Context: an optimization exercise on an open-source flow, tuned for small area, a short achievable clock period and few clock cycles. The choices shown serve that exercise and are no tape-out recipe.
Only simulation tests tie the RTL to the original design; equivalence was not proved.
Power figures rest on the tool's default switching activity, not on a simulated workload.

==> flow/design.v <==
package exe_pkg;
    localparam int BUS_W = 256;
    localparam logic [3:0] MainMemEn    = 4'd1;
    localparam logic [3:0] MatrixAluEn  = 4'd2;
    localparam logic [3:0] IntegerAluEn = 4'd3;
    localparam logic [3:0] ExecuteEn    = 4'd4;
    localparam logic [7:0] MMult1     = 8'h00;
    localparam logic [7:0] MAdd       = 8'h01;
    localparam logic [7:0] MSub       = 8'h02;
    localparam logic [7:0] MTranspose = 8'h03;
    localparam logic [7:0] MScale     = 8'h04;
    localparam logic [7:0] MScaleImm  = 8'h05;
    localparam logic [7:0] IntAdd     = 8'h10;
    localparam logic [7:0] IntSub     = 8'h11;
    localparam logic [7:0] IntMult    = 8'h12;
    localparam logic [7:0] IntDiv     = 8'h13;
    localparam logic [7:0] STOP       = 8'hFF;
    typedef enum logic [1:0] {IDLE, CALC, DONE} alu_state_t;
    typedef enum logic {MD_MULT, MD_DIV} md_mode_t;
endpackage
module integer_alu
#(
    parameter int         DATA_W  = 64,
    parameter logic [3:0] UNIT_ID = exe_pkg::IntegerAluEn
) (
    input  logic                Clk,
    input  logic                nReset,
    input  logic [15:0]         address,
    input  logic [7:0]          opcode,
    input  logic                nRead,
    input  logic                nWrite,
    input  logic [2*DATA_W-1:0] ExeDataOut,
    output logic [DATA_W-1:0]   IntDataOut,
    output logic                IntBusy,
    output logic                IntDivZero
);
    localparam int AW = DATA_W + 1;         
    localparam int LG = $clog2(AW);
    localparam int NB = DATA_W / 4;         
    logic [DATA_W-1:0] x_q, y_q, p_q;
    logic              y64_q;               
    logic              s_first_q, s_mul_q, s_div_q;
    logic [1:0]        op_q;                
    logic              known_q;             
    logic              busy_q, dz_q;
    logic              xz_q;                
    logic              yhz_q;               
    logic [6:0]        cnt_q;               
    logic              a_p_q, a_s1_q;
    logic              b_one_q, b_two_q, inv_q;
    logic              accept, unused_bus;
    logic [DATA_W-1:0] in_a, in_b, in_m;
    logic [DATA_W/8-1:0] nz_a, nz_b, th_a, th_b;
    logic              c_mul, c_swap;
    logic [AW-1:0]     op_a, op_b, sum;
    logic              neg;
    logic              f_div_go;
    logic [DATA_W-1:0] r8;
    logic [NB-1:0]     nz_r, nz_d, hi_d;
    logic              skip;
    logic [6:0]        cnt_d;
    assign accept     = (address[15:12] == UNIT_ID) && !nWrite && !busy_q;
    assign unused_bus = ^{nRead, address[11:0]};
    assign in_a  = ExeDataOut[DATA_W-1:0];
    assign in_b  = ExeDataOut[2*DATA_W-1:DATA_W];
    assign c_mul = (opcode == exe_pkg::IntMult);
    for (genvar k = 0; k < DATA_W/8; k++) begin : g_nz
        assign nz_a[k] = |in_a[8*k+7:8*k];
        assign nz_b[k] = |in_b[8*k+7:8*k];
        assign th_a[k] = |nz_a[DATA_W/8-1:k];
        assign th_b[k] = |nz_b[DATA_W/8-1:k];
    end
    assign c_swap = |(th_b & ~th_a);
    assign in_m   = c_swap ? in_a : in_b;
    assign op_a = ({AW{a_p_q}}  & {1'b0, p_q})
                | ({AW{a_s1_q}} & {y_q, p_q[DATA_W-1]});
    assign op_b = (({AW{b_one_q}} & {1'b0, x_q})
                |  ({AW{b_two_q}} & {1'b0, x_q[DATA_W-2:0], 1'b0})) ^ {AW{inv_q}};
    logic [AW-1:0] pg_g [0:LG];
    logic [AW-1:0] pg_p [0:LG];
    assign pg_g[0] = (op_a & op_b) | {{(AW-1){1'b0}}, (op_a[0] ^ op_b[0]) & inv_q};
    assign pg_p[0] = op_a ^ op_b;
    for (genvar l = 0; l < LG; l++) begin : g_lvl
        for (genvar i = 0; i < AW; i++) begin : g_bit
            if ((i >> l) & 1) begin : g_op
                localparam int J = ((i >> l) << l) - 1;
                assign pg_g[l+1][i] = pg_g[l][i] | (pg_p[l][i] & pg_g[l][J]);
                assign pg_p[l+1][i] = pg_p[l][i] & pg_p[l][J];
            end else begin : g_pass
                assign pg_g[l+1][i] = pg_g[l][i];
                assign pg_p[l+1][i] = pg_p[l][i];
            end
        end
    end
    assign sum = pg_p[0] ^ {pg_g[LG][AW-2:0], inv_q};
    assign neg = sum[AW-1];
    assign f_div_go = known_q && (op_q == 2'd3) && !xz_q && !neg;
    assign r8 = {y_q[DATA_W-9:0], p_q[DATA_W-1:DATA_W-8]};
    for (genvar k = 0; k < NB; k++) begin : g_nib
        assign nz_r[k] = |r8[4*k+3:4*k];
        assign nz_d[k] = |x_q[4*k+3:4*k];
        if (k == NB - 1) begin : g_top
            assign hi_d[k] = 1'b1;
        end else begin : g_low
            assign hi_d[k] = ~|nz_d[NB-1:k+1];
        end
    end
    assign skip  = inv_q && !y64_q && (y_q[DATA_W-1:DATA_W-8] == '0) && !cnt_q[6]
                && (cnt_q[5:3] != 3'd7) && !(|(nz_r & hi_d));
    assign cnt_d = cnt_q + (skip ? 7'd8 : 7'd1);
    always_ff @(posedge Clk) begin
        if (!nReset) begin
            busy_q    <= 1'b0;
            s_first_q <= 1'b0;
            s_mul_q   <= 1'b0;
            s_div_q   <= 1'b0;
            dz_q      <= 1'b0;
        end else begin
            if (accept) begin
                busy_q    <= 1'b1;
                s_first_q <= !c_mul;
                s_mul_q   <= c_mul;
                dz_q      <= 1'b0;
            end
            if (s_first_q) begin
                s_first_q <= 1'b0;
                s_div_q   <= f_div_go;
                busy_q    <= f_div_go;
                dz_q      <= known_q && (op_q == 2'd3) && xz_q;
            end
            if (s_mul_q && yhz_q) begin
                s_mul_q <= 1'b0;
                busy_q  <= 1'b0;
            end
            if (s_div_q && cnt_d[6]) begin
                s_div_q <= 1'b0;
                busy_q  <= 1'b0;
            end
        end
    end
    always_ff @(posedge Clk) begin
        if (accept) begin
            op_q    <= opcode[1:0];
            known_q <= (opcode[7:2] == 6'b000100);
            xz_q    <= (in_b == '0);
        end
        if (s_first_q) cnt_q <= '0;
        else if (s_div_q) cnt_q <= cnt_d;
    end
    always_ff @(posedge Clk) begin
        if (!busy_q) begin
            a_p_q   <= !c_mul;
            a_s1_q  <= 1'b0;
            b_one_q <= !c_mul || in_m[0];
            b_two_q <= c_mul && in_m[1] && !in_m[0];
            inv_q   <= c_mul ? in_m[1] : (opcode[1:0] != 2'd0);
        end else if (s_first_q) begin
            a_p_q   <= 1'b0;
            a_s1_q  <= 1'b1;
            inv_q   <= 1'b1;
        end else if (s_mul_q) begin
            a_p_q   <= 1'b1;
            b_one_q <= y_q[2] ^ y_q[1];
            b_two_q <= (y_q[3] & ~y_q[2] & ~y_q[1]) | (~y_q[3] & y_q[2] & y_q[1]);
            inv_q   <= y_q[3] & ~(y_q[2] & y_q[1]);
        end else if (s_div_q) begin
            inv_q   <= skip || !neg;
        end
    end
    always_ff @(posedge Clk) begin
        if (!nReset) begin
            p_q <= '0;
        end else if (accept) begin
            p_q <= in_a;
        end else if (s_first_q) begin
            if (known_q && !op_q[1]) p_q <= sum[DATA_W-1:0];
            else if (!f_div_go)      p_q <= {DATA_W{known_q && (op_q == 2'd3) && xz_q}};
        end else if (s_mul_q) begin
            p_q <= sum[DATA_W-1:0];
        end else if (s_div_q) begin
            p_q <= skip ? {p_q[DATA_W-9:0], 8'h00} : {p_q[DATA_W-2:0], !neg};
        end
    end
    always_ff @(posedge Clk) begin
        if (accept) begin
            x_q   <= (c_mul && !c_swap) ? in_a : in_b;
            y_q   <= in_m;
            yhz_q <= (in_m[DATA_W-1:1] == '0);
        end else if (s_first_q) begin
            y_q   <= '0;
            y64_q <= 1'b0;
        end else if (s_mul_q) begin
            x_q   <= {x_q[DATA_W-3:0], 2'b00};
            y_q   <= {2'b00, y_q[DATA_W-1:2]};
            yhz_q <= (y_q[DATA_W-1:3] == '0);
        end else if (s_div_q) begin
            y_q   <= skip ? r8 : sum[DATA_W-1:0];
            y64_q <= skip ? 1'b0 : sum[DATA_W];
        end
    end
    assign IntDataOut = p_q;
    assign IntBusy    = busy_q;
    assign IntDivZero = dz_q;
endmodule
export LEC_CHECK = 0
export CAP_MARGIN = 20
export CORE_MARGIN = 2
export CORE_UTILIZATION = 40
export PLACE_DENSITY = 0.6
export SETUP_SLACK_MARGIN = 2.5
export SLEW_MARGIN = 20
export TNS_END_PERCENT = 0
create_clock -name core_clock -period 6.5 [get_ports {Clk}]
standard.sh (not shown) runs the stock make flow with config.mk's settings and CLKGATE_MAP_FILE= SYNTH_SCRIPT=/design/flow/synth_recipe.tcl, a recipe that flattens the netlist after the stock synthesis.
==> flow/flow/run.sh <==
#!/bin/bash
set -euo pipefail
bash standard.sh "BUFFER_PORTS_ARGS=-buffer_cell sky130_fd_sc_hd__buf_1" finish > standard.log 2>&1
Testbench counts at the start, summed over its fixed seeds: cycles 19,096.
Rerun with:
--- a/flow/design.v
+++ b/flow/design.v
@@ -138,9 +138,9 @@
             end
         end
     end
     always_ff @(posedge Clk) begin
-        if (accept) begin
+        if (!busy_q) begin
             op_q    <= opcode[1:0];
             known_q <= (opcode[7:2] == 6'b000100);
             xz_q    <= (in_b == '0);
         end
@@ -181,22 +181,31 @@
             p_q <= skip ? {p_q[DATA_W-9:0], 8'h00} : {p_q[DATA_W-2:0], !neg};
         end
     end
     always_ff @(posedge Clk) begin
-        if (accept) begin
-            x_q   <= (c_mul && !c_swap) ? in_a : in_b;
+        if (!busy_q) begin
+            x_q <= (c_mul && !c_swap) ? in_a : in_b;
+        end else if (s_mul_q) begin
+            x_q <= {x_q[DATA_W-3:0], 2'b00};
+        end
+    end
+    always_ff @(posedge Clk) begin
+        if (!busy_q) begin
             y_q   <= in_m;
+            y64_q <= 1'b0;
             yhz_q <= (in_m[DATA_W-1:1] == '0);
         end else if (s_first_q) begin
             y_q   <= '0;
             y64_q <= 1'b0;
-        end else if (s_mul_q) begin
-            x_q   <= {x_q[DATA_W-3:0], 2'b00};
+            yhz_q <= 1'b1;
+        end else if (s_mul_q) begin
             y_q   <= {2'b00, y_q[DATA_W-1:2]};
+            y64_q <= 1'b0;
             yhz_q <= (y_q[DATA_W-1:3] == '0);
-        end else if (s_div_q) begin
+        end else begin
             y_q   <= skip ? r8 : sum[DATA_W-1:0];
             y64_q <= skip ? 1'b0 : sum[DATA_W];
+            yhz_q <= 1'b1;
         end
     end
     assign IntDataOut = p_q;
     assign IntBusy    = busy_q;
=> Cell count stays flat; total power goes up by 11%; routed wire length goes up by 1.7%; worst hold slack loses 0.0037 ns; clock-buffer cell count goes up by 6; design area goes down by 5.5%.
Testbench counts after the change, summed over its fixed seeds: cycles 19,096.

what the ideal ports hide:
In the flow no input, the clock included, has a driving cell. The finished layouts below were timed again as built, in two steps.
Step 1: set_driving_cell puts a clkbuf_16 on Clk and a buf_2 on each other input, an assumption about the parent block.
Step 2 moves the port delays by t, midway between the first and last clock arrival at a register: inputs arrive t later, outputs are due t later. That takes back most of the time a late clock gives input paths.
Slacks: ideal / step 1 / step 2; pairs: ideal / step 1.
run	t, ns	slack for setup (ns)	worst setup path after step 2	worst slew at a driven data input, ns	pins driven straight from the clock port
the first run	0.629	2.390 / 2.390 / 1.996	input to register	0.07	1
the second run	0.640	2.171 / 2.201 / 1.561	input to register	0.05	1
After both steps every run listed still meets setup and hold. The setup slack of the second run, which loses most, moves by +0.030 ns with the drivers and by -0.610 ns with both steps.
